This is an optimization exercise on Yosys and OpenROAD, whose aim is a short achievable clock period, not a production implementation. Function was not checked in any run shown here: the RTL went through the layout flow alone. Power is estimated from default activity; no workload was simulated.

$ cat config.mk
export PLATFORM = sky130hd
export DESIGN_NAME = aipTop
export DESIGN_NICKNAME = aipTop
export VERILOG_FILES = /design/flow/design.v
export SDC_FILE = /design/flow/constraint.sdc
export NUM_CORES = 4
export LEC_CHECK = 0
export CAP_MARGIN = 20
export CORE_MARGIN = 2
export CORE_UTILIZATION = 40
export SETUP_SLACK_MARGIN = 1.5
export SLEW_MARGIN = 20
$ cat design.v
`default_nettype none
package aipPkg;
  localparam int DataWidth   = 32;
  localparam int ConfigWidth = 5;
  localparam int StatusWidth = 8;
  localparam int MemAddrMax  = 16;
  localparam logic [DataWidth-1:0] IpId = 32'h1000500A;
  localparam logic [ConfigWidth-1:0] CfgMemIn0Data = 5'd0;
  localparam logic [ConfigWidth-1:0] CfgMemIn0Addr = 5'd1;
  localparam logic [ConfigWidth-1:0] CfgMemIn1Data = 5'd2;
  localparam logic [ConfigWidth-1:0] CfgMemIn1Addr = 5'd3;
  localparam logic [ConfigWidth-1:0] CfgMemOutData = 5'd4;
  localparam logic [ConfigWidth-1:0] CfgMemOutAddr = 5'd5;
  localparam logic [ConfigWidth-1:0] CfgConfData   = 5'd6;
  localparam logic [ConfigWidth-1:0] CfgConfAddr   = 5'd7;
  localparam logic [ConfigWidth-1:0] CfgStatus     = 5'd30;
  localparam logic [ConfigWidth-1:0] CfgId         = 5'd31;
  typedef struct packed {
    logic [MemAddrMax-1:0] rdAddrMemIn0;
    logic [MemAddrMax-1:0] rdAddrMemIn1;
    logic [DataWidth-1:0]  wrDataMemOut;
    logic [MemAddrMax-1:0] wrAddrMemOut;
    logic                  wrEnMemOut;
    logic                  busy;
    logic                  done;       
    logic [4:0]            padding;
  } coreReq_t;
  typedef struct packed {
    logic [DataWidth-1:0] rdDataMemIn0;
    logic [DataWidth-1:0] rdDataMemIn1;
    logic [DataWidth-1:0] confReg;
    logic                 start;
  } coreResp_t;
  typedef struct packed {
    logic [DataWidth-3*StatusWidth-1:0] zero;
    logic [StatusWidth-1:0]             mask;
    logic [StatusWidth-1:0]             pending;
    logic [StatusWidth-1:0]             coreStatus;   
  } statusRd_t;
  typedef struct packed {
    logic [DataWidth-3*StatusWidth-1:0] unusedHi;
    logic [StatusWidth-1:0]             newMask;
    logic [StatusWidth-1:0]             clearPending;   
    logic [StatusWidth-1:0]             unusedLo;
  } statusWr_t;
  typedef union packed {
    statusRd_t rd;
    statusWr_t wr;
  } statusWord_u;
endpackage
`default_nettype wire
`default_nettype none
import aipPkg::*;
module aipTop (
  input  logic                           clk,
  input  logic                           rst,
  input  logic                           en_i,
  input  logic [aipPkg::ConfigWidth-1:0] configAIP_i,
  input  logic [aipPkg::DataWidth-1:0]   dataInAIP_i,
  input  logic                           readAIP_i,
  input  logic                           writeAIP_i,
  input  logic                           startAIP_i,
  input  aipPkg::coreReq_t               coreReq_i,
  output logic [aipPkg::DataWidth-1:0]   dataOutAIP_o,
  output logic                           intAIP_o,
  output aipPkg::coreResp_t              coreResp_o
);
  logic in0Write, in0Load, in1Write, in1Load, outRead, outLoad, confWrite, statusWrite;
  assign in0Write    = writeAIP_i && (configAIP_i == CfgMemIn0Data);
  assign in0Load     = writeAIP_i && (configAIP_i == CfgMemIn0Addr);
  assign in1Write    = writeAIP_i && (configAIP_i == CfgMemIn1Data);
  assign in1Load     = writeAIP_i && (configAIP_i == CfgMemIn1Addr);
  assign outRead     = readAIP_i  && (configAIP_i == CfgMemOutData);
  assign outLoad     = writeAIP_i && (configAIP_i == CfgMemOutAddr);
  assign confWrite   = writeAIP_i && (configAIP_i == CfgConfData);
  assign statusWrite = writeAIP_i && (configAIP_i == CfgStatus);
  logic [2:0] wrPtr0, wrPtr1;
  logic [3:0] rdPtrOut, rdPtrNext;
  always_comb begin
    rdPtrNext = rdPtrOut;
    if (en_i) begin
      if (outLoad)      rdPtrNext = dataInAIP_i[3:0];
      else if (outRead) rdPtrNext = rdPtrOut + 4'd1;
    end
  end
  always_ff @(posedge clk or negedge rst) begin
    if (!rst) begin
      wrPtr0   <= '0;
      wrPtr1   <= '0;
      rdPtrOut <= '0;
    end else begin
      rdPtrOut <= rdPtrNext;
      if (en_i) begin
        if (in0Load)       wrPtr0 <= dataInAIP_i[2:0];
        else if (in0Write) wrPtr0 <= wrPtr0 + 3'd1;
        if (in1Load)       wrPtr1 <= dataInAIP_i[2:0];
        else if (in1Write) wrPtr1 <= wrPtr1 + 3'd1;
      end
    end
  end
  logic [DataWidth-1:0] memIn0 [8];
  logic [DataWidth-1:0] memIn1 [8];
  logic [DataWidth-1:0] memOut [16];
  always_ff @(posedge clk) begin
    if (in0Write) memIn0[wrPtr0] <= dataInAIP_i;
    if (in1Write) memIn1[wrPtr1] <= dataInAIP_i;
    if (coreReq_i.wrEnMemOut) memOut[coreReq_i.wrAddrMemOut[3:0]] <= coreReq_i.wrDataMemOut;
  end
  assign coreResp_o.rdDataMemIn0 = memIn0[coreReq_i.rdAddrMemIn0[2:0]];
  assign coreResp_o.rdDataMemIn1 = memIn1[coreReq_i.rdAddrMemIn1[2:0]];
  logic [3:0]           rdSel;
  logic [DataWidth-1:0] memOutRd;
  assign rdSel = rst ? rdPtrNext : 4'd0;
  always_ff @(posedge clk) begin
    if (coreReq_i.wrEnMemOut && (coreReq_i.wrAddrMemOut[3:0] == rdSel))
      memOutRd <= coreReq_i.wrDataMemOut;
    else
      memOutRd <= memOut[rdSel];
  end
  logic [DataWidth-1:0] confReg;
  always_ff @(posedge clk or negedge rst) begin
    if (!rst)           confReg <= '0;
    else if (confWrite) confReg <= dataInAIP_i;
  end
  assign coreResp_o.confReg = confReg;
  assign coreResp_o.start   = startAIP_i;
  logic [StatusWidth-1:0] pending, pendingNext, mask, maskNext;
  logic                   intReg;
  assign pendingNext = (pending & ~(statusWrite ? dataInAIP_i[15:8] : 8'h00))
                     | {6'b0, coreReq_i.done, 1'b0};
  assign maskNext    = statusWrite ? dataInAIP_i[23:16] : mask;
  always_ff @(posedge clk or negedge rst) begin
    if (!rst) begin
      pending <= '0;
      mask    <= '0;
      intReg  <= 1'b0;
    end else begin
      pending <= pendingNext;
      mask    <= maskNext;
      intReg  <= |(pendingNext & maskNext);
    end
  end
  assign intAIP_o = intReg;
  always_comb begin
    case (configAIP_i)
      CfgMemOutData: dataOutAIP_o = memOutRd;
      CfgStatus:     dataOutAIP_o = {8'h00, mask, pending, 7'h00, coreReq_i.busy};
      CfgId:         dataOutAIP_o = IpId;
      default:       dataOutAIP_o = '0;
    endcase
  end
endmodule
`default_nettype wire
$ cat run.sh
#!/bin/bash
# synth_recipe.tcl (not shown) runs the flow's synth.tcl, then flattens the netlist and writes it again
# the make line also repeats each setting of config.mk as NAME=value (left out here)
make -C /OpenROAD-flow-scripts/flow DESIGN_CONFIG=/design/flow/config.mk WORK_HOME=/design/flow/orfs CLKGATE_MAP_FILE= SYNTH_SCRIPT=/design/flow/synth_recipe.tcl finish
$ cat constraint.sdc
create_clock -name core_clock -period 4.0 [get_ports {clk}]
set_input_delay 0.8000 -clock core_clock [delete_from_list [all_inputs] [get_ports {clk}]]
set_output_delay 0.8000 -clock core_clock [all_outputs]
set_load 0.01 [all_outputs]
==> results of run 1 <==
-- what timing repair did --
item                                   4_1_cts  5_1_grt
setup buffers                              105       51
pin swaps                                   29       30
gates cloned                                18        5
resized for setup                          587      176
endpoints found under the hold margin        0        0
setup endpoints to repair                  497      611
-- final cells by class --
cell class | instances | area (µm²) | area share
Inverter | 11 | 46.29 | 0.0008577
Clock buffer | 130 | 2898 | 0.05369
Tap cell | 1380 | 1727 | 0.03199
Multi-Input combinational cell | 667 | 9737 | 0.1804
Timing Repair Buffer | 504 | 6347 | 0.1176
Sequential cell | 1087 | 32320 | 0.5988
Clock inverter | 72 | 878.3 | 0.01627
Antenna cell | 8 | 20.02 | 0.0003709
-- layer usage --
metal  vias up  track usage  share of wire
met5         -            0        0.00081
met4        16      0.05903          0.027
met3       164      0.04317          0.077
met2       781       0.3307           0.50
met1     11350       0.2616           0.40
li1       8911            -              -
-- worst max-delay path: cells and delay by family, from the launching register on --
family,cells,cell delay (ns)
flip-flops,1,0.40
AO/OA/AOI/OAI,1,0.11
buffers and inverters,6,0.76
multiplexers,2,0.71
-- placed cells by master (no fill, tap or decap), types with 5 or more instances in the layout --
cell type        Yosys  routed
nor2_4               0      24
buf_6                1     129
diode_2              0       8
a22oi_2              0      15
a21boi_0             9       9
nor2_1              30       6
clkdlybuf4s50_1      0     106
clkbuf_8             0       7
buf_12               0      79
clkbuf_16            0     115
buf_16               0      27
buf_4                2      99
nor3_4               0      10
buf_2               36      21
nand2_1             35      34
mux2_4               0      60
mux2i_4              0      10
mux2i_1             65      49
clkinv_2             0      25
nand3_2              0      11
o22ai_1             15      10
mux2i_2              0       6
nand3_1             21       9
mux4_2             242     242
dfrtp_1             59      58
o211ai_1            17      17
edfxtp_1          1024    1024
o21ai_0             11      10
inv_1               10      10
bufinv_16            0      16
nand3b_1             7       7
mux2_2             101      41
o22ai_2              0       5
a22oi_1             34      19
clkinv_1             1      18
clkbuf_1            49      13
nand2b_1             9       9
buf_8                0      24
-- sequential cells by signal, indices dropped and copies added, names as in the netlist, named ones only --
| name | cells |
|---|---|
| wrPtr0 | 3 |
| wrPtr1 | 3 |
| memIn0 | 256 |
| memIn1 | 256 |
| intReg | 1 |
| memOut | 512 |
| mask | 8 |
| confReg | 32 |
| pending | 8 |
| rdPtrOut | 4 |
-- metrics by stage --
step           setup slack (ns)  TNS [ns]
3_5_place_dp            -0.2599    -4.719
6_report                 0.5104         0
4_1_cts                  0.4139         0
2_1_floorplan            0.9172         0
3_3_place_gp            -0.2107    -4.910
5_1_grt                  0.4242         0
-- power by group through the flow --
stage	Combinational, mW	Sequential, mW	Clock (mW)
finish	2.27	12.8	10.6
global route	2.40	12.8	11.2
CTS	2.11	12.8	10.8
detailed placement	1.67	13.0	0
global placement	1.64	13.0	0
floorplan	0.857	13.0	0
-- Yosys cell counts (3+ instances only) --
| master | instances | area [µm²] |
|---|---|---|
| a21boi_0 | 9 | 67.56 |
| nor3_1 | 12 | 60.06 |
| nand3_1 | 21 | 105.1 |
| a22oi_1 | 34 | 255.2 |
| mux2i_1 | 65 | 650.6 |
| ha_1 | 3 | 37.54 |
| dfxtp_1 | 4 | 80.08 |
| nor2b_1 | 5 | 31.28 |
| and3_1 | 4 | 25.02 |
| and2_1 | 4 | 25.02 |
| o21ai_0 | 11 | 55.05 |
| nand3b_1 | 7 | 52.55 |
| o211ai_1 | 17 | 127.6 |
| buf_1 | 5 | 18.77 |
| nand2_1 | 35 | 131.4 |
| nor2_1 | 30 | 112.6 |
| dfrtp_1 | 59 | 1476 |
| edfxtp_1 | 1024 | 30750 |
| mux4_2 | 242 | 5450 |
| inv_1 | 10 | 37.54 |
| buf_2 | 36 | 180.2 |
| o22ai_1 | 15 | 93.84 |
| mux2_2 | 101 | 1137 |
| clkbuf_1 | 49 | 183.9 |
| nand2b_1 | 9 | 56.30 |
| nor4_1 | 4 | 25.02 |
| a21oi_1 | 3 | 15.01 |
-- logic make-up after synthesis --
kind of cell | after synthesis | synth area share
adder cells (fa/ha/maj) | 3 | 0.0009027
buffers and inverters | 104 | 0.01083
multiplexers | 408 | 0.1741
flip-flops | 1087 | 0.7769
AND/OR/NAND/NOR | 149 | 0.01890
AO/OA/AOI/OAI | 107 | 0.01844
-- worst max-delay path by stage --
stage,start,end
3_5_place_dp,configAIP_i[0],dataOutAIP_o[31]
3_3_place_gp,configAIP_i[0],dataOutAIP_o[1]
4_1_cts,register,dataOutAIP_o[1]
2_1_floorplan,configAIP_i[4],memIn0[1][0]
5_1_grt,register,dataOutAIP_o[16]
6_report,register,dataOutAIP_o[31]
==> impl_metrics.py, run 1 <==
metrics = {
    "sta": {
        "period_needed_ns": 3.490,
        "finClkSkew_ns": 0.05345,
        "finalSetupViolCount": 0,
        "min_period_over_period": 0.8724,
        "relSlewSlack": 0.3428,
        "final-max-slew-violation-count": 0,
        "hold_viol_final": 0,
        "tightestPinTransition_ns": 0.9827,
        "whs_ns": 0.05161,
        "fmax_ghz": 0.2866,
        "rsz0062_at_grt": "yes",
    },
    "cells_and_area": {
        "final_util": 0.5222,
        "fin_cells": 3859,
        "design_area_mm2": 0.05397,
        "nets": 2515,
        "syn_to_final_growth_pct": 29.79,
        "drive_gt1_frac": 0.4079,
        "nFillCells": 7985,
    },
    "power": {
        "p_clk_frac": 0.413,
        "sequentialPowerShare": 0.499,
        "ir_worst_vdd_uv": 368.1,
        "switching_share": 0.2137,
        "p_switching_mw": 5.482,
        "total_power_mw": 25.65,
        "power_density_mw_per_mm2": 475.2,
        "internal_power_mw": 20.17,
        "leakagePower_nw": 18.02,
        "p_comb_frac": 0.088,
    },
    "logic_synthesis": {
        "synth-edff-count": 1024,
        "synth_cell_type_count": 56,
        "synth_seq_cells": 1087,
        "synth_area_per_cell_um2": 22.38,
        "synthCells": 1858,
        "ys_seq_area_frac": 0.7769,
        "synth_flop_cell": "edfxtp_1",
        "syn_nets": 1992,
        "yosysWarnings": 1,
        "synthArstFlopShare": 0.05428,
        "synth_area_mm2": 0.04158,
    },
    "critical_path": {
        "start_kind": "register",
        "required_ns": 3.20,
        "critical-path-slowest-cell": "mux4_2",
        "end_kind": "primary output",
        "cp.arrival_ns": 2.69,
        "path_max_fanout": 4,
        "slowest_delay_ns": 0.52,
        "timing.rr.end": "memIn1[3][16]",
        "crit_top_cell": "buf_12",
        "ff2ff_path_depth": 3,
        "path_class": "reg -> out",
        "crit_chain": "buf_12 -> buf_12 -> buf_8 -> buf_16 -> buf_12 -> mux4_2 -> mux2i_4 -> o22ai_2 -> buf_2",
        "rr_startpoint": "wrPtr1[1]",
        "r2r_slack_ns": 2.25,
    },
    "detailed_routing": {
        "vias_per_cell": 5.498,
        "firstDrtPassIters": 5,
        "drt_iter0_markers": 1937,
        "drc": 0,
        "wl_um": 106300,
        "wire_per_inst_um": 27.55,
        "final_antenna_net_count": 0,
        "vias": 21220,
    },
    "floorplan": {
        "dieWidth_um": 326.4,
        "row_count": 118,
        "die-area_mm2": 0.1066,
        "start_util": 0.4024,
        "die_h_um": 326.4,
        "io_pins": 261,
        "core_mm2": 0.1033,
    },
    "placed_design": {
        "placed_cells": 3470,
        "port_buffers": 215,
        "placed_area_mm2": 0.04683,
        "hpwl_um": 57570,
        "gp_congestion": 0.7840,
    },
    "grt": {
        "antenna_found_initial": 18,
        "grt_max_degree": 44,
        "overflow": 0,
        "grt_pass1_vias": 21930,
        "grt_pass1_wl_um": 152200,
        "track_usage": 0.1980,
    },
    "clock_tree": {
        "cts-root-buf": "clkbuf_16",
        "cts_sinks": 1087,
        "numCtsBuffers": 110,
        "clk_latency_ns": 0.71,
        "ctsHoldBuffers": 0,
        "clk_path_buf_depth": 3,
        "clkTransAtPathRegs_ns": 0.06,
        "cts_htree_levels": 3,
        "cts_tree": "built",
    },
    "hold_path": {
        "hold_class": "in -> async",
    },
    "run": {
        "drv_cap": 0,
    },
    "status": {
        "status": "finished clean",
    },
}
==> run 2: changes to the inputs <==
--- a/design.v
+++ b/design.v
@@ -99,11 +99,18 @@
     end
   end
-  logic [DataWidth-1:0] memIn0 [8];
-  logic [DataWidth-1:0] memIn1 [8];
-  logic [DataWidth-1:0] memOut [16];
-  always_ff @(posedge clk) begin
-    if (in0Write) memIn0[wrPtr0] <= dataInAIP_i;
-    if (in1Write) memIn1[wrPtr1] <= dataInAIP_i;
-    if (coreReq_i.wrEnMemOut) memOut[coreReq_i.wrAddrMemOut[3:0]] <= coreReq_i.wrDataMemOut;
+  logic [7:0][DataWidth-1:0]  memIn0;
+  logic [7:0][DataWidth-1:0]  memIn1;
+  logic [15:0][DataWidth-1:0] memOut;
+  for (genvar w = 0; w < 8; w++) begin : g_memIn
+    always_ff @(posedge clk) begin
+      if (in0Write && wrPtr0 == 3'(w)) memIn0[w] <= dataInAIP_i;
+      if (in1Write && wrPtr1 == 3'(w)) memIn1[w] <= dataInAIP_i;
+    end
+  end
+  for (genvar w = 0; w < 16; w++) begin : g_memOut
+    always_ff @(posedge clk) begin
+      if (coreReq_i.wrEnMemOut && coreReq_i.wrAddrMemOut[3:0] == 4'(w))
+        memOut[w] <= coreReq_i.wrDataMemOut;
+    end
   end
   assign coreResp_o.rdDataMemIn0 = memIn0[coreReq_i.rdAddrMemIn0[2:0]];
==> run 2 against run 1 <==
  * Highest routed layer unchanged
  * Utilization rose by 0.62 points
  * Still clean on timing, DRC and antenna
  * Critical path depth fell by 2
  * Maximum frequency rose by 17%
  * First-iteration DRC count rose by 25%
  * Power rose by 5.1%
  * Final area rose by 4.8%
  * Sequential share of layout area fell by 1.8 points
  * Hold slack improved by 0.43 ns
  * Clock-buffer cell count rose by 23
  * Register-to-register slack got worse by 0.90 ns
  * Sequential power rose by 3%
==> impl_metrics.py, run 2 <==
metrics = {
    "critical_path": {
        "slowest_delay_ns": 0.50,
        "required_ns": 3.20,
        "critical-path-slowest-cell": "mux4_2",
        "end_kind": "primary output",
        "start_kind": "input pin",
        "path_max_fanout": 5,
        "crit_start": "coreReq_i[72]",
        "crit_chain": "buf_16 -> buf_12 -> buf_12 -> buf_16 -> mux4_2 -> mux2_4 -> buf_6",
        "path_class": "in -> out",
        "cp.arrival_ns": 2.18,
        "rr_startpoint": "rdPtrOut[0]",
    },
    "power": {
        "switching_share": 0.2412,
        "total_power_mw": 26.96,
        "internal_power_mw": 20.46,
        "sequentialPowerShare": 0.491,
        "p_switching_mw": 6.502,
        "p_clk_frac": 0.372,
        "ir_worst_vdd_uv": 395.2,
        "power_density_mw_per_mm2": 476.5,
        "leakagePower_nw": 19.67,
        "p_comb_frac": 0.138,
    },
    "floorplan": {
        "row_count": 120,
        "die-area_mm2": 0.1105,
        "die_h_um": 332.4,
        "io_pins": 261,
        "dieWidth_um": 332.4,
        "start_util": 0.4029,
        "core_mm2": 0.1071,
    },
    "sta": {
        "finClkSkew_ns": 0.02164,
        "rsz0062_at_grt": "yes",
        "relSlewSlack": 0.4184,
        "hold_viol_final": 0,
        "min_period_over_period": 0.7453,
        "setup_tns_ns": 0,
        "finalSetupViolCount": 0,
        "fmax_ghz": 0.3354,
        "period_needed_ns": 2.981,
        "tightestPinTransition_ns": 0.8724,
        "final-max-slew-violation-count": 0,
    },
    "placed_design": {
        "hpwl_um": 64540,
        "port_buffers": 215,
        "gp_congestion": 0.7978,
        "placed_cells": 3968,
    },
    "detailed_routing": {
        "drc": 0,
        "vias": 24500,
        "met3WireLength_um": 10110,
        "firstDrtPassIters": 5,
        "wire_per_inst_um": 28.20,
        "wl_met2_um": 61690,
        "drt_iter0_markers": 2421,
        "wl_met1_um": 46990,
        "top_layer_used": "met5",
        "final_antenna_net_count": 0,
        "wl_um": 123000,
        "vias_per_cell": 5.616,
    },
    "grt": {
        "antenna_found_initial": 12,
        "grt_max_degree": 56,
        "track_usage": 0.2167,
        "grt_pass1_vias": 24810,
        "overflow": 0,
        "grt_pass1_wl_um": 172400,
    },
    "cells_and_area": {
        "drive_gt1_frac": 0.3381,
        "nets": 3004,
        "syn_to_final_growth_pct": 31.17,
        "largest_reg_flops": 512,
        "final_cell_mix": "1,024 x edfxtp_1, 245 x nand2_1, 162 x mux2i_1",
        "fin_cells": 4363,
        "final_common_cell": "edfxtp_1",
    },
    "clock_tree": {
        "clkTransAtPathRegs_ns": 0.06,
        "cts-root-buf": "clkbuf_16",
        "clk_path_buf_depth": 3,
        "cts_htree_levels": 3,
        "clk_latency_ns": 0.70,
        "cts_sinks": 1115,
        "cts_tree": "built",
        "numCtsBuffers": 111,
    },
    "logic_synthesis": {
        "yosysTopAreaCell": "edfxtp_1",
        "netlist_top_cells_area": "edfxtp_1 71%, mux4_2 6.7%, mux2i_1 3.8%, dfrtp_1 3.4%, mux2_2 2.5%",
        "synth_area_per_cell_um2": 18.38,
        "synth-edff-count": 1024,
        "yosysWarnings": 1,
        "syn_nets": 2491,
        "synth_top_area_frac": 0.7130,
        "synthArstFlopShare": 0.05291,
        "synth_flop_cell": "edfxtp_1",
        "synth_seq_cells": 1115,
        "synth_most_common_cell": "edfxtp_1",
        "synthCells": 2347,
        "synth_cell_type_count": 61,
        "synth_common_cells": "1,024 x edfxtp_1, 259 x nand2_1, 164 x mux2i_1",
        "ys_seq_area_frac": 0.7621,
        "synth_area_mm2": 0.04313,
    },
    "run": {
        "drv_cap": 0,
    },
    "status": {
        "status": "finished clean",
    },
    "hold_path": {
        "hold_class": "in -> async",
    },
}
## run 2: changes by cell type after synthesis, sizes merged, moves of 16 or more
cell / previous run / this run
nand2: 35 / 260
mux4: 242 / 128
mux2i: 65 / 164
a21oi: 3 / 72
nand3: 21 / 73
buf: 44 / 90
a22oi: 34 / 2
a32oi: 0 / 32
o311ai: 0 / 32
o221ai: 1 / 32
dfxtp: 4 / 32
o22ai: 15 / 35
a22o: 0 / 18
o211ai: 17 / 1
## run 2: final cells by class
class / instances / area (µm²)
clock inverter: 55 / 460.4
sequential: 1115 / 32870
fill: 8263 / 50480
antenna: 5 / 12.51
clock buffer: 153 / 3047
inverter: 15 / 61.31
timing repair buffer: 534 / 7300
tap: 1403 / 1755
multi-input combinational: 1083 / 11070
## run 2: metal layers
metal / vias to the layer above / GRT usage
met1: 12720 / 0.2724
met5: - / 0
met4: 12 / 0.08259
li1: 10460 / -
met3: 225 / 0.05329
met2: 1085 / 0.3627
## run 2: repair_timing
item	4_1_cts	5_1_grt
resized for setup	744	138
pin swaps	78	52
gates cloned	42	11
hold endpoints to repair	4	0
hold buffers	1	0
setup endpoints to repair	308	442
setup buffers	107	21
## run 2: through the flow
step           hold slack, ns    util  setup slack (ns)  instance area, µm²
2_1_floorplan          0.4532       -             1.210               43900
3_3_place_gp           0.4891  0.4545            0.1327               48650
3_5_place_dp           0.4951  0.4545            0.1421               48650
4_1_cts                0.4687  0.5186             1.006               55520
5_1_grt                0.5055  0.5284            0.9889               56570
6_report               0.4766  0.5285             1.019               56570
## run 2: worst max-delay path: cells and delay by family
| family | cells | cell delay (ns) |
|---|---|---|
| buffers and inverters | 5 | 0.58 |
| muxes | 2 | 0.79 |
## run 2: logic make-up after synthesis
kind of cell | count (synthesis) | share of synthesized area
flops | 1115 | 0.7621
buf+inv | 149 | 0.01636
xor+xnor | 1 | 0.0002031
simple gates | 418 | 0.04349
compound gates | 263 | 0.04415
mux | 388 | 0.1300
fa+ha+maj | 13 | 0.003771
## run 2: power groups by stage
stage	registers, mW	clock network [mW]	logic, mW
finish	13.2	10.0	3.71
detailed placement	13.4	0	2.84
floorplan	13.4	0	1.59
global route	13.2	10.6	3.89
global placement	13.4	0	2.78
CTS	13.2	10.2	3.55
## run 2: worst paths after layout
check	to	slack, ns	cells after the start
min in group core_clock	confReg[25]	0.50	1
hold reg to reg	confReg[25]	0.50	1
setup / recovery	coreResp_o[74]	1.02	7
hold / removal	confReg[3]	0.48	2
max in group asynchronous	confReg[12]	2.95	2
setup reg to reg	memOutRd[28]	1.35	13
==> run 3: changes to the inputs <==
--- a/design.v
+++ b/design.v
@@ -116,12 +116,20 @@
   assign coreResp_o.rdDataMemIn0 = memIn0[coreReq_i.rdAddrMemIn0[2:0]];
   assign coreResp_o.rdDataMemIn1 = memIn1[coreReq_i.rdAddrMemIn1[2:0]];
-  logic [3:0]           rdSel;
-  logic [DataWidth-1:0] memOutRd;
-  assign rdSel = rst ? rdPtrNext : 4'd0;
+  logic [3:0]           wrAddrOut, rdPtrInc, rdPtrLd;
+  logic                 wrOut;
+  logic [DataWidth-1:0] candHold, candInc, candLd, candZero, memOutRd;
+  assign wrAddrOut = coreReq_i.wrAddrMemOut[3:0];
+  assign wrOut     = coreReq_i.wrEnMemOut;
+  assign rdPtrInc  = rdPtrOut + 4'd1;
+  assign rdPtrLd   = dataInAIP_i[3:0];
+  assign candHold = (wrOut && wrAddrOut == rdPtrOut) ? coreReq_i.wrDataMemOut : memOut[rdPtrOut];
+  assign candInc  = (wrOut && wrAddrOut == rdPtrInc) ? coreReq_i.wrDataMemOut : memOut[rdPtrInc];
+  assign candLd   = (wrOut && wrAddrOut == rdPtrLd)  ? coreReq_i.wrDataMemOut : memOut[rdPtrLd];
+  assign candZero = (wrOut && wrAddrOut == 4'd0)     ? coreReq_i.wrDataMemOut : memOut[0];
   always_ff @(posedge clk) begin
-    if (coreReq_i.wrEnMemOut && (coreReq_i.wrAddrMemOut[3:0] == rdSel))
-      memOutRd <= coreReq_i.wrDataMemOut;
-    else
-      memOutRd <= memOut[rdSel];
+    if (!rst)                   memOutRd <= candZero;
+    else if (en_i && outLoad)   memOutRd <= candLd;
+    else if (en_i && outRead)   memOutRd <= candInc;
+    else                        memOutRd <= candHold;
   end
   logic [DataWidth-1:0] confReg;
==> run 3 against run 2 <==
  * Clock-buffer cell count increased by 3
  * Combinational power increased to 2.7 times the previous value
  * Synthesized cell count grew 13%
  * Sequential cell count is the same
  * Clock power increased by 12%
  * Maximum frequency shrank 0.17%
  * Sequential power hardly changed
  * Critical path depth fell by 1
  * Largest cell class unchanged
==> impl_metrics.py, run 3 <==
metrics = {
    "sta": {
        "relSlewSlack": 0.4022,
        "finalSetupViolCount": 0,
        "setup_tns_ns": 0,
        "hold_viol_final": 0,
        "period_needed_ns": 2.986,
        "final-max-slew-violation-count": 0,
        "rsz0062_at_grt": "yes",
        "finClkSkew_ns": 0.06487,
        "fmax_ghz": 0.3349,
        "min_period_over_period": 0.7465,
        "tightestPinTransition_ns": 0.8939,
    },
    "logic_synthesis": {
        "synth-simple-area-share": 0.03713,
        "synthArstFlopShare": 0.05291,
        "synth_seq_cells": 1115,
        "synth_common_cells": "992 x edfxtp_1, 575 x mux4_2, 167 x nand2_1",
        "synth_flop_cell": "edfxtp_1",
        "synth-edff-count": 992,
        "synth_most_common_cell": "edfxtp_1",
        "ys_seq_area_frac": 0.6291,
        "synthAdderAreaFrac": 0.003144,
        "synth_cell_type_count": 60,
        "synth_compound_area_frac": 0.02310,
        "synth_top_area_frac": 0.5758,
        "synthXorXnorAreaFrac": 0.002951,
        "netlist_top_cells_area": "edfxtp_1 58%, mux4_2 25%, dfrtp_1 2.9%, mux2_2 2.7%, dfxtp_1 2.5%",
        "yosysWarnings": 1,
        "synthCells": 2641,
        "synth_mux_area_frac": 0.2848,
        "yosysTopAreaCell": "edfxtp_1",
        "synth_top_family_by_area": "multiplexers",
        "syn_nets": 2785,
        "synth_area_per_cell_um2": 19.59,
        "synth_area_mm2": 0.05173,
    },
    "cells_and_area": {
        "drive_gt1_frac": 0.4712,
        "largest_reg_flops": 512,
        "nets": 3243,
        "syn_to_final_growth_pct": 26.91,
        "multi_input_area_mm2": 0.01942,
        "final_cell_mix": "992 x edfxtp_1, 575 x mux4_2, 149 x nand2_1",
        "final_common_cell": "edfxtp_1",
        "nFillCells": 10050,
        "regArea_mm2": 0.03256,
        "final_util": 0.5129,
    },
    "clock_tree": {
        "cts_tree": "built",
        "clk_path_buf_depth": 3,
        "cts_htree_levels": 3,
        "cts-root-buf": "clkbuf_16",
        "cts_sinks": 1115,
        "clkTransAtPathRegs_ns": 0.06,
        "numCtsBuffers": 118,
        "clk_latency_ns": 0.74,
    },
    "detailed_routing": {
        "final_antenna_net_count": 0,
        "drc": 0,
        "vias": 30540,
        "vias_per_cell": 6.195,
        "wire_per_inst_um": 32.72,
        "drt_iter0_markers": 3476,
        "firstDrtPassIters": 7,
        "wl_um": 161300,
    },
    "grt": {
        "grt.busiest_layer": "met2",
        "grt_pass1_vias": 31270,
        "antenna_found_initial": 4,
        "grtUsageMet3": 0.04231,
        "overflow": 0,
        "grtUsageMet2": 0.4100,
        "grt_max_degree": 55,
        "grt_use_met1": 0.3192,
        "track_usage": 0.2429,
        "grt_pass1_wl_um": 228700,
    },
    "floorplan": {
        "core_mm2": 0.1280,
        "io_pins": 261,
        "dieWidth_um": 363.6,
        "die-area_mm2": 0.1322,
        "row_count": 131,
        "die_h_um": 363.6,
        "start_util": 0.4041,
    },
    "critical_path": {
        "start_kind": "input pin",
        "required_ns": 3.20,
        "cp.arrival_ns": 2.19,
        "ff2ff_path_depth": 11,
        "path_class": "in -> out",
        "slowest_delay_ns": 0.50,
        "path_max_fanout": 8,
        "critical-path-slowest-cell": "mux4_2",
        "crit_top_cell": "buf_16",
        "crit_chain": "buf_16 -> buf_16 -> buf_12 -> mux4_2 -> mux2_4 -> buf_6",
        "end_kind": "primary output",
    },
    "power": {
        "ir_worst_vdd_uv": 403.4,
        "p_switching_mw": 9.497,
        "switching_share": 0.2750,
        "p_comb_frac": 0.288,
        "p_clk_frac": 0.323,
        "sequentialPowerShare": 0.389,
        "internal_power_mw": 25.04,
        "power_density_mw_per_mm2": 526.0,
        "leakagePower_nw": 22.28,
    },
    "hold_path": {
        "min_path_cells": 1,
        "hold_class": "reg -> reg",
    },
    "status": {
        "status": "finished clean",
    },
    "placed_design": {
        "gp_congestion": 0.8131,
        "port_buffers": 215,
        "hpwl_um": 84670,
    },
    "run": {
        "drv_cap": 0,
    },
}
run 3: cell types whose count changed after synthesis, moves of 31 or more:
cell and delta:
mux4_2 +447, mux2i_1 -158, nand2_1 -92, clkbuf_1 +42
a21oi_1 -40, nor2b_1 +37, dfxtp_1 +32, edfxtp_1 -32
o221ai_1 -32, a32oi_1 -31, o311ai_0 -31
run 3: cell families (layout without fill, tap and decap cells):
family | Yosys count | in the layout
DFF | 1115 | 1115
muxes | 734 | 734
and+or+nand+nor | 404 | 404
buffers and inverters | 210 | 767
AOI/OAI and AO/OA | 150 | 150
xor gates and xnor gates | 15 | 15
adders and majority gates | 13 | 13
other | 0 | 2
run 3: per-layer routing:
metal  wire length, µm  share of wire
met5                41        0.00025
met4              5958          0.037
met3             13060          0.081
met2             80400           0.50
met1             61840           0.38
run 3: metrics by stage:
step | hold WS, ns | cells | setup slack (ns) | area [µm²] | power (mW)
2_1_floorplan | 0.4532 | 2641 | 1.304 | 52650 | 18.81
4_1_cts | 0.4774 | 4908 | 1.014 | 64990 | 34.27
5_1_grt | 0.4808 | 4927 | 0.9985 | 65650 | 35.70
3_3_place_gp | 0.4872 | 4523 | 0.1875 | 57420 | 20.86
3_5_place_dp | 0.4922 | 4523 | 0.2040 | 57420 | 20.94
6_report | 0.5064 | 4929 | 1.014 | 65650 | 34.53
run 3: path summary, 6_finish.rpt:
| path | start | endpoint | slack [ns] |
|---|---|---|---|
| max in group asynchronous | rst | confReg[31] | 1.76 |
| hold / removal | confReg[6] | confReg[6] | 0.51 |
| setup / recovery | coreReq_i[72] | coreResp_o[82] | 1.01 |
| hold reg to reg | confReg[6] | confReg[6] | 0.51 |
| setup reg to reg | rdPtrOut[0] | memOutRd[11] | 1.27 |
| min in group asynchronous | rst | rdPtrOut[2] | 0.71 |
run 3: final cells by class:
cell class / instances / share of cell area
clock buffers: 156 / 0.04869
repair buffers: 539 / 0.1141
diodes: 2 / 0.00007623
clock inverters: 63 / 0.01191
inverters: 9 / 0.0005146
multi-input cells: 1316 / 0.2958
flip-flops and latches: 1115 / 0.4959
well taps: 1729 / 0.03295
run 3: worst max-delay path: cells and delay by family:
| family | cells | cell delay (ns) |
|---|---|---|
| buffers and inverters | 4 | 0.55 |
| multiplexers | 2 | 0.81 |
run 3: power by group through the flow:
stage	Combinational, mW	Clock [mW]	Sequential [mW]
after detailed placement	7.25	0	13.7
after CTS	9.50	11.3	13.4
final	9.94	11.2	13.4
after global placement	7.19	0	13.7
after floorplan	5.30	0	13.5
after global routing	10.4	11.8	13.5
run 3: repair_timing:
action                                  4_1_cts  5_1_grt
cloned                                       48        6
resized for setup                           740      111
buffers inserted                            117       13
hold buffers                                  1        0
endpoints found under the setup margin      202      378
hold endpoints to repair                      2        0
pin swaps                                    92       66
==> run 4: changes to the inputs <==
--- a/design.v
+++ b/design.v
@@ -51,4 +51,24 @@
 `default_nettype wire
 `default_nettype none
+module aipDec8 (
+  input  logic [2:0] addr_i,
+  output logic [7:0] sel_o
+);
+  always_comb begin
+    for (int w = 0; w < 8; w++) sel_o[w] = (addr_i == 3'(w));
+  end
+endmodule
+module aipRdDec (
+  input  logic [4:0] code_i,
+  output logic       memOut_o,
+  output logic       status_o,
+  output logic       id_o
+);
+  assign memOut_o = (code_i == 5'd4);
+  assign status_o = (code_i == 5'd30);
+  assign id_o     = (code_i == 5'd31);
+endmodule
+`default_nettype wire
+`default_nettype none
 import aipPkg::*;
 module aipTop (
@@ -76,12 +96,5 @@
   assign statusWrite = writeAIP_i && (configAIP_i == CfgStatus);
   logic [2:0] wrPtr0, wrPtr1;
-  logic [3:0] rdPtrOut, rdPtrNext;
-  always_comb begin
-    rdPtrNext = rdPtrOut;
-    if (en_i) begin
-      if (outLoad)      rdPtrNext = dataInAIP_i[3:0];
-      else if (outRead) rdPtrNext = rdPtrOut + 4'd1;
-    end
-  end
+  logic [3:0] rdPtrOut;
   always_ff @(posedge clk or negedge rst) begin
     if (!rst) begin
@@ -89,12 +102,11 @@
       wrPtr1   <= '0;
       rdPtrOut <= '0;
-    end else begin
-      rdPtrOut <= rdPtrNext;
-      if (en_i) begin
-        if (in0Load)       wrPtr0 <= dataInAIP_i[2:0];
-        else if (in0Write) wrPtr0 <= wrPtr0 + 3'd1;
-        if (in1Load)       wrPtr1 <= dataInAIP_i[2:0];
-        else if (in1Write) wrPtr1 <= wrPtr1 + 3'd1;
-      end
+    end else if (en_i) begin
+      if (in0Load)       wrPtr0 <= dataInAIP_i[2:0];
+      else if (in0Write) wrPtr0 <= wrPtr0 + 3'd1;
+      if (in1Load)       wrPtr1 <= dataInAIP_i[2:0];
+      else if (in1Write) wrPtr1 <= wrPtr1 + 3'd1;
+      if (outLoad)       rdPtrOut <= dataInAIP_i[3:0];
+      else if (outRead)  rdPtrOut <= rdPtrOut + 4'd1;
     end
   end
@@ -114,6 +126,15 @@
     end
   end
-  assign coreResp_o.rdDataMemIn0 = memIn0[coreReq_i.rdAddrMemIn0[2:0]];
-  assign coreResp_o.rdDataMemIn1 = memIn1[coreReq_i.rdAddrMemIn1[2:0]];
+  logic [7:0] rdSel0, rdSel1;
+  aipDec8 rdDec0 (.addr_i(coreReq_i.rdAddrMemIn0[2:0]), .sel_o(rdSel0));
+  aipDec8 rdDec1 (.addr_i(coreReq_i.rdAddrMemIn1[2:0]), .sel_o(rdSel1));
+  always_comb begin
+    coreResp_o.rdDataMemIn0 = '0;
+    coreResp_o.rdDataMemIn1 = '0;
+    for (int w = 0; w < 8; w++) begin
+      coreResp_o.rdDataMemIn0 |= {DataWidth{rdSel0[w]}} & memIn0[w];
+      coreResp_o.rdDataMemIn1 |= {DataWidth{rdSel1[w]}} & memIn1[w];
+    end
+  end
   logic [3:0]           wrAddrOut, rdPtrInc, rdPtrLd;
   logic                 wrOut;
@@ -157,12 +178,11 @@
   end
   assign intAIP_o = intReg;
-  always_comb begin
-    case (configAIP_i)
-      CfgMemOutData: dataOutAIP_o = memOutRd;
-      CfgStatus:     dataOutAIP_o = {8'h00, mask, pending, 7'h00, coreReq_i.busy};
-      CfgId:         dataOutAIP_o = IpId;
-      default:       dataOutAIP_o = '0;
-    endcase
-  end
+  logic                 rdMemOut, rdStatus, rdId;
+  logic [DataWidth-1:0] statusWord;
+  aipRdDec rdDec (.code_i(configAIP_i), .memOut_o(rdMemOut), .status_o(rdStatus), .id_o(rdId));
+  assign statusWord   = {8'h00, mask, pending, 7'h00, coreReq_i.busy};
+  assign dataOutAIP_o = ({DataWidth{rdMemOut}} & memOutRd)
+                      | ({DataWidth{rdStatus}} & statusWord)
+                      | ({DataWidth{rdId}}     & IpId);
 endmodule
 `default_nettype wire
--- a/config.mk
+++ b/config.mk
@@ -11,2 +11,4 @@
 export SETUP_SLACK_MARGIN = 1.5
 export SLEW_MARGIN = 20
+export SYNTH_HIERARCHICAL = 1
+export SYNTH_MINIMUM_KEEP_SIZE = 0
==> run 4 against run 3 <==
  * Still clean on timing, DRC and antenna
  * Final area is 2.8% lower
  * Hold slack worse by 0.35 ns
  * Sequential share of layout area increased by 1.4 points
  * Clock power is 4% lower
  * Global-route usage is 1.4 points higher
  * Largest cell class unchanged
  * Largest power group unchanged
  * Highest routed layer unchanged
==> impl_metrics.py, run 4 <==
metrics = {
    "cells_and_area": {
        "final_cell_mix": "992 x edfxtp_1, 479 x mux4_2, 161 x a22oi_2",
        "syn_to_final_growth_pct": 27.14,
        "nets": 3221,
        "drive_gt1_frac": 0.4596,
        "final_common_cell": "edfxtp_1",
        "nFillCells": 9708,
        "largest_reg_flops": 512,
    },
    "sta": {
        "layout_setup_ws_ns": 1.023,
        "setup_tns_ns": 0,
        "hold_viol_final": 0,
        "final-max-slew-violation-count": 0,
        "tightestPinTransition_ns": 1.104,
        "rsz0062_at_grt": "yes",
        "finalSetupViolCount": 0,
        "period_needed_ns": 2.977,
        "fmax_ghz": 0.3359,
        "finClkSkew_ns": 0.04754,
        "relSlewSlack": 0.2638,
        "min_period_over_period": 0.7443,
    },
    "logic_synthesis": {
        "syn_nets": 2741,
        "synth_flop_cell": "edfxtp_1",
        "synth_top_area_frac": 0.5937,
        "synthXorXnorAreaFrac": 0.002419,
        "netlist_top_cells_area": "edfxtp_1 59%, mux4_2 21%, a22oi_1 3.9%, dfrtp_1 2.9%, dfxtp_1 2.6%",
        "synth_most_common_cell": "edfxtp_1",
        "yosysWarnings": 10,
        "synth_seq_cells": 1115,
        "synth_top_family_by_area": "multiplexers",
        "synth_area_per_cell_um2": 19.32,
        "synth-edff-count": 992,
        "synthArstFlopShare": 0.05291,
        "synth_mux_area_frac": 0.2323,
        "yosysTopAreaCell": "edfxtp_1",
        "synth_area_mm2": 0.05018,
        "synth_cell_type_count": 54,
        "synth_compound_area_frac": 0.06925,
        "synth_common_cells": "992 x edfxtp_1, 479 x mux4_2, 260 x a22oi_1",
        "ys_seq_area_frac": 0.6486,
        "synthCells": 2597,
        "synthAdderAreaFrac": 0.003242,
        "synth-simple-area-share": 0.02381,
    },
    "power": {
        "power_density_mw_per_mm2": 511.4,
        "leakagePower_nw": 20.90,
        "ir_worst_vdd_uv": 417.2,
    },
    "detailed_routing": {
        "drt_iter0_markers": 3982,
        "drc": 0,
        "firstDrtPassIters": 6,
        "final_antenna_net_count": 0,
        "wl_um": 166900,
        "wire_per_inst_um": 34.64,
        "vias_per_cell": 6.522,
        "vias": 31430,
    },
    "placed_design": {
        "port_buffers": 215,
        "dp_slack_ns": 0.1034,
        "gp_congestion": 0.8072,
        "hpwl_um": 87230,
    },
    "grt": {
        "grt_pass1_vias": 31530,
        "grt_max_degree": 103,
        "overflow": 0,
        "antenna_found_initial": 13,
        "track_usage": 0.2571,
        "grt_pass1_wl_um": 234200,
    },
    "hold_path": {
        "hold_class": "in -> async",
    },
    "critical_path": {
        "required_ns": 3.20,
        "path_class": "in -> out",
        "end_kind": "primary output",
        "cp.arrival_ns": 2.18,
        "path_max_fanout": 5,
        "start_kind": "input pin",
    },
    "floorplan": {
        "dieWidth_um": 358.2,
        "start_util": 0.4043,
        "die-area_mm2": 0.1283,
        "die_h_um": 358.2,
        "io_pins": 261,
        "row_count": 129,
        "core_mm2": 0.1241,
    },
    "status": {
        "status": "finished clean",
    },
    "clock_tree": {
        "numCtsBuffers": 115,
        "cts-root-buf": "clkbuf_16",
        "ctsHoldBuffers": 0,
        "cts_htree_levels": 3,
        "clkTransAtPathRegs_ns": 0.06,
        "cts_sinks": 1115,
        "clk_path_buf_depth": 3,
        "cts_tree": "built",
        "clk_latency_ns": 0.76,
    },
    "run": {
        "drv_cap": 0,
    },
}
[run 4: changes by cell type in the layout (fill, tap and decap cells not counted), sizes merged, moves of 31 or more]
cell	change
nand3	-86
nand4	+67
o21ai	+65
nand2	-129
nor2b	-35
a22oi	+256
buf	+40
mux4	-96
mux2	-88
o32a	+31
[run 4: critical path, stage by stage]
cell    delay [ns]
buf_6         0.09
buf_6         0.12
nor4_4        0.28
buf_6         0.16
buf_12        0.14
buf_16        0.14
buf_8         0.14
a22o_1        0.14
buf_4         0.13
[run 4: stage by stage]
stage	total power [mW]	hold WS (ns)	cells	instance area (µm²)	util
final	32.63	0.1566	4819	63790	0.5140
after detailed placement	20.09	0.4851	4392	55690	0.4487
after floorplan	18.16	0.4527	2597	50390	-
after global placement	19.98	0.4756	4392	55690	0.4487
after CTS	32.52	0.09144	4782	63000	0.5075
after global routing	33.62	0.1257	4816	63790	0.5139
[run 4: cell type report]
class                   instances  area, µm²  share of cell area
diodes                          5      12.51           0.0001961
clock buffers                 150       3139             0.04921
clock inverters                67      694.4             0.01089
inverters                      11      41.29           0.0006472
multi-input cells            1258      18050              0.2830
flip-flops and latches       1115      32560              0.5103
well taps                    1637       2048             0.03211
repair buffers                576       7249              0.1136
[run 4: per-module statistics from Yosys (local to each module, per instance)]
module    cell area [µm²]  cells  times used
aipTop              50010   2575           1
aipDec8             65.06      8           2
aipRdDec            36.28      6           1
[run 4: kinds of logic after synthesis]
logic type | count (synthesis)
fa+ha+maj | 13
mux | 547
simple gates | 209
xor+xnor | 13
compound gates | 476
flops | 1115
buf+inv | 224
[run 4: what timing repair did]
action / 4_1_cts / 5_1_grt
pin swaps: 122 / 120
setup buffers: 126 / 27
endpoints found under the setup margin: 160 / 149
cloned: 47 / 5
gates resized for setup: 846 / 122
[run 4: worst paths after layout]
path	startpoint	endpoint	slack (ns)	cells past startpoint
worst max-delay path	configAIP_i[0]	dataOutAIP_o[17]	1.02	9
worst min-delay path	rst	rdPtrOut[0]	0.16	2
worst max register to register	rdPtrOut[0]	memOutRd[23]	1.14	9
worst min register to register	confReg[1]	confReg[1]	0.49	2
max in group asynchronous	rst	confReg[17]	3.02	2
min in group core_clock	dataInAIP_i[2]	memIn0[98]	0.36	1
[run 4: per-layer routing]
layer	track usage	up-vias	wire [µm]
met3	0.06695	365	17050
met1	0.3406	16730	63390
li1	-	12390	-
met5	0	-	108
met2	0.4143	1934	80530
met4	0.08552	16	5836
[run 4: power breakdown]
group          total (mW)  switching, mW  internal [mW]
registers            13.3          0.274           13.1
clock network        10.8           4.73           6.08
logic                8.47           3.60           4.86
total                32.6           8.61           24.0

what the ideal ports hide:
The results above use ideal ports. As a check the final layouts listed here were re-extracted and re-timed, cells and wires unchanged. Step 1, drivers: a clkbuf_16 drives clk and a buf_2 each remaining input, both assumed. Step 2 moves the port delays by t, midway between the first and last clock arrival at a register: inputs arrive t later, outputs are due t later. That takes back most of the time a late clock gives input paths. Three values: no drivers, after step 1, after step 2; two values: the first two.
| run | shift t [ns] | slack for setup (ns) | worst data-port slew with drivers (ns) |
|---|---|---|---|
| run 1 | 0.744 | 0.510 / 0.446 / 0.473 | 0.20 |
| run 2 | 0.762 | 1.019 / 0.842 / 0.446 | 0.23 |
| run 3 | 0.779 | 1.014 / 0.918 / 0.595 | 0.18 |
| run 4 | 0.815 | 1.023 / 0.912 / 0.532 | 0.16 |
After both steps setup and hold are still met in every run listed. For run 2, which loses most, drivers alone change the setup slack by -0.177 ns; drivers and shift together by -0.573 ns.
